Background: an optimization exercise with open tools, aiming at small area. Do not read the settings as production practice. Where RTL was checked, it was by simulation tests only, not by an equivalence proof against the original.

## old
Design pill_box_top, start of the top module:
module pill_box_top #(
	parameter int TICKS_PER_SEC = 32_768,
	parameter int TONE_DIV      = 8
) (
	input  logic                               clk,
	input  logic                               rst_n,
	input  pill_box_pkg::key_code_t            keyvalue,
	output logic [23:0]                        time_din,
	output logic [27:0]                        pill_box_din,
	output logic                               beep,
	output logic [pill_box_pkg::NUM_BOXES-1:0] alarm_box,
	output pill_box_pkg::menu_mode_t           mode_out,
	output pill_box_pkg::slot_idx_t            index_out
);
	localparam int NSLOT = 9;
	localparam int TW    = $clog2(TONE_DIV) + 1;
	function automatic logic [5:0] step6(logic [5:0] v, logic [5:0] max_v, logic up);
		if (up) step6 = (v == max_v) ? 6'd0 : v + 6'd1;
		else    step6 = (v == 6'd0) ? max_v : v - 6'd1;
	endfunction
	function automatic logic [7:0] bcd60(logic [5:0] v);
		bcd60 = {4'(v / 6'd10), 4'(v % 6'd10)};
	endfunction
	function automatic logic [2:0] kenc(logic [4:0] kv);
		if (!kv[4] && kv[3:0] < 4'd6) kenc = kv[2:0] + 3'd1;
		else                          kenc = 3'd0;
	endfunction
	function automatic logic [3:0] sub9(logic [3:0] a, logic [3:0] b);
		logic [4:0] d;
		d = {1'b0, a} - {1'b0, b};
		sub9 = d[4] ? 4'(d + 5'd9) : d[3:0];
  ...
==> flow/config.mk <==
export PLATFORM = sky130hd
export DESIGN_NAME = pill_box_top
export DESIGN_NICKNAME = pill_box_top
export VERILOG_FILES = /design/flow/design.v
export SDC_FILE = /design/flow/constraint.sdc
export NUM_CORES = 4
export LEC_CHECK = 0
export CAP_MARGIN = 20
export CORE_MARGIN = 2
export CORE_UTILIZATION = 40
export SLEW_MARGIN = 20
==> flow/constraint.sdc <==
create_clock -name core_clock -period 10.0 [get_ports {clk}]
set_input_delay 2.0000 -clock core_clock [delete_from_list [all_inputs] [get_ports {clk}]]
set_output_delay 2.0000 -clock core_clock [all_outputs]
set_load 0.01 [all_outputs]
standard.sh (not shown) runs the stock make flow with config.mk's settings and CLKGATE_MAP_FILE= SYNTH_SCRIPT=/design/flow/synth_recipe.tcl, a recipe that flattens the netlist after the stock synthesis.
==> flow/flow/run.sh <==
#!/bin/bash
# Own layout flow: the standard ORFS flow (standard.sh) with these changes:
#  - synthesis is the standard flow's script (synth_recipe.tcl, ORFS synth.tcl) except that
#    ABC maps the logic with an area-oriented script, flow/abc_area.script;
#    registers are mapped before ABC and are left as the standard synthesis
#    makes them;
#  - adders are left to ABC as plain logic (ADDER_MAP_FILE empty) instead of
#    being mapped to half/full adder cells first;
#  - input and output ports are buffered with buf_1;
#  - clock tree clusters (no dummy loads), repair margins and utilization
#    are set below.
# Each tool's output goes to a log file in this folder.
set -euo pipefail
W=$(pwd)
F=$FLOW_HOME
cp "$W/flow/abc_area.script" "$W/abc_area.script"
sed "s#^source \$::env(SCRIPTS_DIR)/synth_preamble.tcl#source \$::env(SCRIPTS_DIR)/synth_preamble.tcl\nset abc_args [lreplace \$abc_args 1 1 $W/abc_area.script]#" \
	"$F/scripts/synth.tcl" > "$W/synth_area.tcl"
grep -q "abc_area.script" "$W/synth_area.tcl"
sed "s#source \$::env(SCRIPTS_DIR)/synth.tcl#source $W/synth_area.tcl#" "$W/synth_recipe.tcl" > "$W/synth_recipe_area.tcl"
grep -q "synth_area.tcl" "$W/synth_recipe_area.tcl"
make -C "$F" DESIGN_CONFIG="$FLOW_CONFIG" WORK_HOME="$W/orfs" CLKGATE_MAP_FILE= \
	SYNTH_SCRIPT="$W/synth_recipe_area.tcl" ADDER_MAP_FILE= \
	CAP_MARGIN=0 CORE_MARGIN=2 CORE_UTILIZATION=55 SLEW_MARGIN=0 \
	"CTS_ARGS=-sink_clustering_enable -repair_clock_nets -sink_clustering_size 30 -sink_clustering_max_diameter 80 -dont_use_dummy_load" \
	"BUFFER_PORTS_ARGS=-buffer_cell sky130_fd_sc_hd__buf_1" \
	finish > "$W/make.log" 2>&1
: # left out here: write the final layout as DEF
==> flow/flow/abc_area.script <==
strash
ifraig
dc2
dc2
dch -f
amap -F 2 -A 6
topo
> inputs changed (old -> new)
diff --git a/flow/design.v b/flow/design.v
--- a/flow/design.v
+++ b/flow/design.v
@@ -220,32 +220,30 @@
 		for (int i = 0; i < NSLOT; i++) begin
 			selv[i] = (mode_d == 2'(i / 3 + 1)) && (slot_d == 2'(i % 3));
 		end
 	end
 	assign sel_idx   = 4'({mode_d - 2'd1, 1'b0}) + 4'(mode_d - 2'd1) + 4'(slot_d);
 	assign sel_pos   = sub9(sel_idx, rot);
 	assign buf_pos   = sub9(buf_tag, rot);
 	assign sel_buf   = buf_dirty && (buf_tag == sel_idx);
 	assign v_on      = |(selv & s_en);
 	always_comb begin
 		ring_sel = '0;
 		for (int p = 0; p < NSLOT; p++) begin
-			if (sel_pos == 4'(p)) ring_sel = ring_sel | ring[p];
+			if (sel_pos == 4'(p) && mode_d != 2'd0 && !sel_buf && !ring_clr) ring_sel = ring_sel | ring[p];
 		end
 	end
 	always_comb begin
-		if (mode_d == 2'd0)  view = n_time;      
-		else if (sel_buf)    view = buf_time;
-		else if (!ring_clr)  view = ring_sel;
-		else                 view = '0;
+		view = ring_sel | ({17{mode_d == 2'd0}} & n_time) |      
+			({17{mode_d != 2'd0 && sel_buf}} & buf_time);
 	end
 	logic [5:0] e_val, e_max, e_new;
 	always_comb begin
 		case (field)
 			3'd1:    e_val = {1'b0, view[16:12]};
 			3'd2:    e_val = view[11:6];
 			default: e_val = view[5:0];
 		endcase
 		e_max  = (field == 3'd1) ? 6'd23 : 6'd59;
 		e_new  = step6(e_val, e_max, pend_up);
 		w_time = view;
 		case (field)
Status | new and old | clean
Diff old -> new: non-clock buffer count picked up an extra about 5%, met2 capacity usage during global routing picked up an extra 1.7 points, worst hold slack lost 0.0061 ns.
Core occupancy in the finished layout delta (old -> new): insignificant
Per the comparison of new with old, delay of the slowest critical-path stage went down 0.02 ns; clock latency of the later-clocked register in the worst-skew pair held; die outline height held; design area held.
new vs. old: global-route usage barely changed, synthesized area dropped 0.51%, number of detailed-routing iterations run before antenna repair climbed 1, wire length on met2 dropped about 0.6%.
new and old ended up with nearly the same share of cell area taken by multi-input logic gates.
Only the layout flow was run in old; the RTL was not checked for function there.

[re-timing with driven ports]
In the flow no input, the clock included, has a driving cell. The finished layouts below were timed again as built, in two steps. Step 1 sets driving cells, clkbuf_16 on the clock port and buf_2 on the other inputs (assumed; they add their load-dependent delay and slew). Step 2, shift: input delay + t, output delay - t, t = (earliest + latest rising clock arrival at the registers) / 2. This alone moves slack from input paths to output paths. Three values: no drivers, after step 1, after step 2; two values: the first two.
run | shift t [ns] | setup slack, ns | worst setup path at the end | clock arrival spread, ns
old | 0.524 | 0.797 / 0.749 / 1.273 | register to output | 0.066 / 0.065
new | 0.514 | 0.744 / 0.696 / 1.209 | register to output | 0.065 / 0.065
After both steps setup and hold are still met in every run listed.
